What follows belongs to an exercise in optimizing a design on an open flow for small area; a production flow would make more cautious choices.
Only simulation tests tie the RTL to the original design; equivalence was not proved.
Power and IR drop assume default switching activity. The clock port is modelled as an ideal driver; clocking choices that lean on that would not hold on a real chip.

==> flow/design.v <==
module udp_rx_frame_ctrl #(
  parameter int unsigned DEPTH  = 64,
  parameter int unsigned FRAMES = 4
) (
  input  logic        sys_clk,
  input  logic        sys_rst,
  input  logic        rec_data_en,
  input  logic [31:0] rec_data,
  input  logic        rec_end,
  input  logic [15:0] rec_data_num,
  input  logic        err_flag,
  output logic        m_valid,
  input  logic        m_ready,
  output logic [31:0] m_data,
  output logic        m_last,
  output logic [15:0] m_len,
  output logic [15:0] drop_cnt
);
  localparam int unsigned AW = $clog2(DEPTH);
  localparam int unsigned FW = $clog2(FRAMES);
  typedef logic [AW:0] ptr_t;
  typedef logic [FW:0] dptr_t;
  localparam ptr_t  DepthP  = ptr_t'(DEPTH);
  localparam dptr_t FramesP = dptr_t'(FRAMES);
  typedef enum logic [1:0] {StIdle, StLoad, StStream} state_e;
  logic [31:0]   buf_mem  [DEPTH];
  logic [15:0]   len_mem  [FRAMES];
  logic [AW-1:0] end_mem  [FRAMES];
  ptr_t        wr_ptr_q, commit_ptr_q;
  logic        bad_q, open_q;
  logic        has_words_q;   
  logic [15:0] drop_cnt_q;
  dptr_t       dq_wr_q;
  state_e      state_q, state_d;
  ptr_t        rd_ptr_q;
  dptr_t       dq_rel_q;
  logic buf_full, desc_full, err_hit, full_hit, do_write;
  logic frame_empty, frame_bad, commit, drop;
  ptr_t wr_next;
  always_comb begin
    buf_full    = (wr_ptr_q[AW-1:0] == rd_ptr_q[AW-1:0]) && (wr_ptr_q[AW] != rd_ptr_q[AW]);
    desc_full   = (dq_wr_q[FW-1:0] == dq_rel_q[FW-1:0]) && (dq_wr_q[FW] != dq_rel_q[FW]);
    err_hit     = err_flag && (open_q || rec_data_en || rec_end);
    full_hit    = rec_data_en && !bad_q && buf_full;
    do_write    = rec_data_en && !bad_q && !buf_full;
    wr_next     = wr_ptr_q + ptr_t'(do_write);
    frame_empty = !has_words_q && !do_write && !bad_q && !full_hit && !err_hit;
    frame_bad   = bad_q || full_hit || err_hit || desc_full;
    commit      = rec_end && !frame_empty && !frame_bad;
    drop        = rec_end && !frame_empty && frame_bad;
  end
  always_ff @(posedge sys_clk or posedge sys_rst) begin
    if (sys_rst) begin
      wr_ptr_q     <= '0;
      commit_ptr_q <= '0;
      bad_q        <= 1'b0;
      open_q       <= 1'b0;
      has_words_q  <= 1'b0;
      drop_cnt_q   <= '0;
      dq_wr_q      <= '0;
    end else begin
      if (rec_end) begin
        wr_ptr_q <= drop ? commit_ptr_q : wr_next;
        bad_q    <= 1'b0;
        open_q   <= 1'b0;
        has_words_q <= 1'b0;
      end else begin
        if (do_write) has_words_q <= 1'b1;
        wr_ptr_q <= wr_next;
        if (full_hit || err_hit) bad_q <= 1'b1;
        if (rec_data_en) open_q <= 1'b1;
      end
      if (commit) begin
        commit_ptr_q <= wr_next;
        dq_wr_q      <= dq_wr_q + 1'b1;
      end
      if (drop && (drop_cnt_q != 16'hFFFF)) drop_cnt_q <= drop_cnt_q + 16'd1;
    end
  end
  logic [7:0] whi, wlo;
  logic [DEPTH-1:0] wsel;
  always_comb begin
    for (int i = 0; i < 8; i++) begin
      whi[i] = do_write && (wr_ptr_q[5:3] == 3'(i));
      wlo[i] = wr_ptr_q[2:0] == 3'(i);
    end
    for (int i = 0; i < DEPTH; i++) wsel[i] = whi[i/8] && wlo[i%8];
  end
  always_ff @(posedge sys_clk) begin
    for (int i = 0; i < DEPTH; i++) if (wsel[i]) buf_mem[i] <= rec_data;
    if (commit) begin
      len_mem[dq_wr_q[FW-1:0]] <= rec_data_num;
      end_mem[dq_wr_q[FW-1:0]] <= wr_next[AW-1:0];
    end
  end
  logic xfer, last_xfer, pending;
  ptr_t rd_next;
  assign rd_next = rd_ptr_q + 1'b1;
  assign m_last  = rd_next[AW-1:0] == end_mem[dq_rel_q[FW-1:0]];
  assign pending = (dq_rel_q + dptr_t'(state_q == StStream)) != dq_wr_q;
  always_comb begin
    state_d   = state_q;
    xfer      = 1'b0;
    last_xfer = 1'b0;
    unique case (state_q)
      StIdle: begin
        if (pending) state_d = StLoad;
      end
      StLoad: begin
        state_d = StStream;
      end
      StStream: begin
        if (m_ready) begin
          xfer = 1'b1;
          if (m_last) begin
            last_xfer = 1'b1;
            state_d   = pending ? StLoad : StIdle;
          end
        end
      end
      default: state_d = StIdle;
    endcase
  end
  always_ff @(posedge sys_clk or posedge sys_rst) begin
    if (sys_rst) begin
      state_q  <= StIdle;
      rd_ptr_q <= '0;
      dq_rel_q <= '0;
    end else begin
      state_q <= state_d;
      if (xfer) rd_ptr_q <= rd_next;
      if (last_xfer) dq_rel_q <= dq_rel_q + 1'b1;
    end
  end
  assign m_valid  = state_q == StStream;
  localparam int unsigned NG = DEPTH / 3;   
  logic [7:0] rhi, rlo;
  logic [DEPTH-1:0] rsel;
  always_comb begin
    for (int i = 0; i < 8; i++) begin
      rhi[i] = rd_ptr_q[5:3] == 3'(i);
      rlo[i] = rd_ptr_q[2:0] == 3'(i);
    end
    for (int i = 0; i < DEPTH; i++) rsel[i] = rhi[i/8] && rlo[i%8];
  end
  for (genvar b = 0; b < 32; b++) begin : g_rd_bit
    logic [NG:0] term_n;
    for (genvar g = 0; g < NG; g++) begin : g_grp
      udp_rx_frame_ctrl_aoi222 u_aoi (
        .s({rsel[3*g+2], rsel[3*g+1], rsel[3*g]}),
        .d({buf_mem[3*g+2][b], buf_mem[3*g+1][b], buf_mem[3*g][b]}),
        .y(term_n[g])
      );
    end
    assign term_n[NG] = ~(rsel[DEPTH-1] & buf_mem[DEPTH-1][b]);
    assign m_data[b]  = ~&term_n;
  end
  assign m_len    = len_mem[dq_rel_q[FW-1:0]];
  assign drop_cnt = drop_cnt_q;
endmodule
module udp_rx_frame_ctrl_aoi222 (
  input  logic [2:0] s,
  input  logic [2:0] d,
  output logic       y
);
  assign y = ~|(s & d);
endmodule
export LEC_CHECK = 0
export CAP_MARGIN = 10
export CORE_MARGIN = 2
export CORE_UTILIZATION = 65
export SLEW_MARGIN = 10
export SYNTH_HIERARCHICAL = 1
create_clock -name core_clock -period 8.0 [get_ports {sys_clk}]
standard.sh (not shown) runs the stock make flow with config.mk's settings and CLKGATE_MAP_FILE= SYNTH_SCRIPT=/design/flow/synth_recipe.tcl, a recipe that flattens the netlist after the stock synthesis.
==> flow/flow/run.sh <==
#!/bin/bash
# The standard layout, with three changes:
#  * clock tree synthesis without dummy loads, with larger sink clusters on clkbuf_16;
#  * ports buffered with buf_1.
set -euo pipefail
bash standard.sh \
  "CTS_ARGS=-sink_clustering_enable -repair_clock_nets -dont_use_dummy_load -buf_list sky130_fd_sc_hd__clkbuf_16 -sink_clustering_size 30 -sink_clustering_max_diameter 150" \
  "BUFFER_PORTS_ARGS=-buffer_cell sky130_fd_sc_hd__buf_1" \
  finish > standard_make.log 2>&1
==> next run, changes <==
--- a/flow/design.v
+++ b/flow/design.v
@@ -25,72 +25,59 @@
   typedef enum logic [1:0] {StIdle, StLoad, StStream} state_e;
   logic [31:0]   buf_mem  [DEPTH];
   logic [15:0]   len_mem  [FRAMES];
   logic [AW-1:0] end_mem  [FRAMES];
   ptr_t        wr_ptr_q, commit_ptr_q;
   logic        bad_q, open_q;
-  logic        has_words_q;   
   logic [15:0] drop_cnt_q;
   dptr_t       dq_wr_q;
   state_e      state_q, state_d;
   ptr_t        rd_ptr_q;
   dptr_t       dq_rel_q;
   logic buf_full, desc_full, err_hit, full_hit, do_write;
   logic frame_empty, frame_bad, commit, drop;
   ptr_t wr_next;
   always_comb begin
-    buf_full    = (wr_ptr_q[AW-1:0] == rd_ptr_q[AW-1:0]) && (wr_ptr_q[AW] != rd_ptr_q[AW]);
-    desc_full   = (dq_wr_q[FW-1:0] == dq_rel_q[FW-1:0]) && (dq_wr_q[FW] != dq_rel_q[FW]);
+    buf_full    = (wr_ptr_q - rd_ptr_q) == DepthP;
+    desc_full   = (dq_wr_q - dq_rel_q) == FramesP;
     err_hit     = err_flag && (open_q || rec_data_en || rec_end);
     full_hit    = rec_data_en && !bad_q && buf_full;
     do_write    = rec_data_en && !bad_q && !buf_full;
     wr_next     = wr_ptr_q + ptr_t'(do_write);
-    frame_empty = !has_words_q && !do_write && !bad_q && !full_hit && !err_hit;
+    frame_empty = (wr_ptr_q == commit_ptr_q) && !do_write && !bad_q && !full_hit && !err_hit;
     frame_bad   = bad_q || full_hit || err_hit || desc_full;
     commit      = rec_end && !frame_empty && !frame_bad;
     drop        = rec_end && !frame_empty && frame_bad;
   end
   always_ff @(posedge sys_clk or posedge sys_rst) begin
     if (sys_rst) begin
       wr_ptr_q     <= '0;
       commit_ptr_q <= '0;
       bad_q        <= 1'b0;
       open_q       <= 1'b0;
-      has_words_q  <= 1'b0;
       drop_cnt_q   <= '0;
       dq_wr_q      <= '0;
     end else begin
       if (rec_end) begin
         wr_ptr_q <= drop ? commit_ptr_q : wr_next;
         bad_q    <= 1'b0;
         open_q   <= 1'b0;
-        has_words_q <= 1'b0;
       end else begin
-        if (do_write) has_words_q <= 1'b1;
         wr_ptr_q <= wr_next;
         if (full_hit || err_hit) bad_q <= 1'b1;
         if (rec_data_en) open_q <= 1'b1;
       end
       if (commit) begin
         commit_ptr_q <= wr_next;
         dq_wr_q      <= dq_wr_q + 1'b1;
       end
       if (drop && (drop_cnt_q != 16'hFFFF)) drop_cnt_q <= drop_cnt_q + 16'd1;
     end
   end
-  logic [7:0] whi, wlo;
-  logic [DEPTH-1:0] wsel;
-  always_comb begin
-    for (int i = 0; i < 8; i++) begin
-      whi[i] = do_write && (wr_ptr_q[5:3] == 3'(i));
-      wlo[i] = wr_ptr_q[2:0] == 3'(i);
-    end
-    for (int i = 0; i < DEPTH; i++) wsel[i] = whi[i/8] && wlo[i%8];
-  end
   always_ff @(posedge sys_clk) begin
-    for (int i = 0; i < DEPTH; i++) if (wsel[i]) buf_mem[i] <= rec_data;
+    if (do_write) buf_mem[wr_ptr_q[AW-1:0]] <= rec_data;
     if (commit) begin
       len_mem[dq_wr_q[FW-1:0]] <= rec_data_num;
       end_mem[dq_wr_q[FW-1:0]] <= wr_next[AW-1:0];
     end
   end
   logic xfer, last_xfer, pending;
@@ -131,20 +118,15 @@
       if (xfer) rd_ptr_q <= rd_next;
       if (last_xfer) dq_rel_q <= dq_rel_q + 1'b1;
     end
   end
   assign m_valid  = state_q == StStream;
   localparam int unsigned NG = DEPTH / 3;   
-  logic [7:0] rhi, rlo;
   logic [DEPTH-1:0] rsel;
   always_comb begin
-    for (int i = 0; i < 8; i++) begin
-      rhi[i] = rd_ptr_q[5:3] == 3'(i);
-      rlo[i] = rd_ptr_q[2:0] == 3'(i);
-    end
-    for (int i = 0; i < DEPTH; i++) rsel[i] = rhi[i/8] && rlo[i%8];
+    for (int i = 0; i < DEPTH; i++) rsel[i] = rd_ptr_q[AW-1:0] == AW'(i);
   end
   for (genvar b = 0; b < 32; b++) begin : g_rd_bit
     logic [NG:0] term_n;
     for (genvar g = 0; g < NG; g++) begin : g_grp
       udp_rx_frame_ctrl_aoi222 u_aoi (
         .s({rsel[3*g+2], rsel[3*g+1], rsel[3*g]}),
After rerunning: The changed run completed without violations. Clock-buffer cell count does not change. Synthesized area grows by 0.35%. Total power climbs by about 3.5%. Sequential cell count fell by 1. Wire length fell by 1.3%. First-iteration DRC count decreases by about 13%. Clock skew hardly moves. Synthesized cell count went up by about 1%. Via count is lower by about 0.5%.

separate check: timing with driven ports:
In the flow no input, the clock included, has a driving cell. The finished layouts below were timed again as built, in two steps. Step 1 (the two cells are an assumption about what drives the block):
set clk [get_ports {sys_clk}]
set_driving_cell -lib_cell sky130_fd_sc_hd__clkbuf_16 $clk
set_driving_cell -lib_cell sky130_fd_sc_hd__buf_2 [delete_from_list [all_inputs] $clk]
Step 2, shift: input delay + t, output delay - t, t = (earliest + latest rising clock arrival at the registers) / 2. This alone moves slack from input paths to output paths. Slacks: ideal ports / drivers / drivers and shift; pairs: ideal ports / drivers.
run	shift t [ns]	slack for setup (ns)	worst setup path after step 2
the first run	0.774	0.832 / 0.749 / 1.523	register to output
the second run	0.785	1.431 / 1.348 / 2.133	register to output
After both steps every run listed still meets setup and hold.
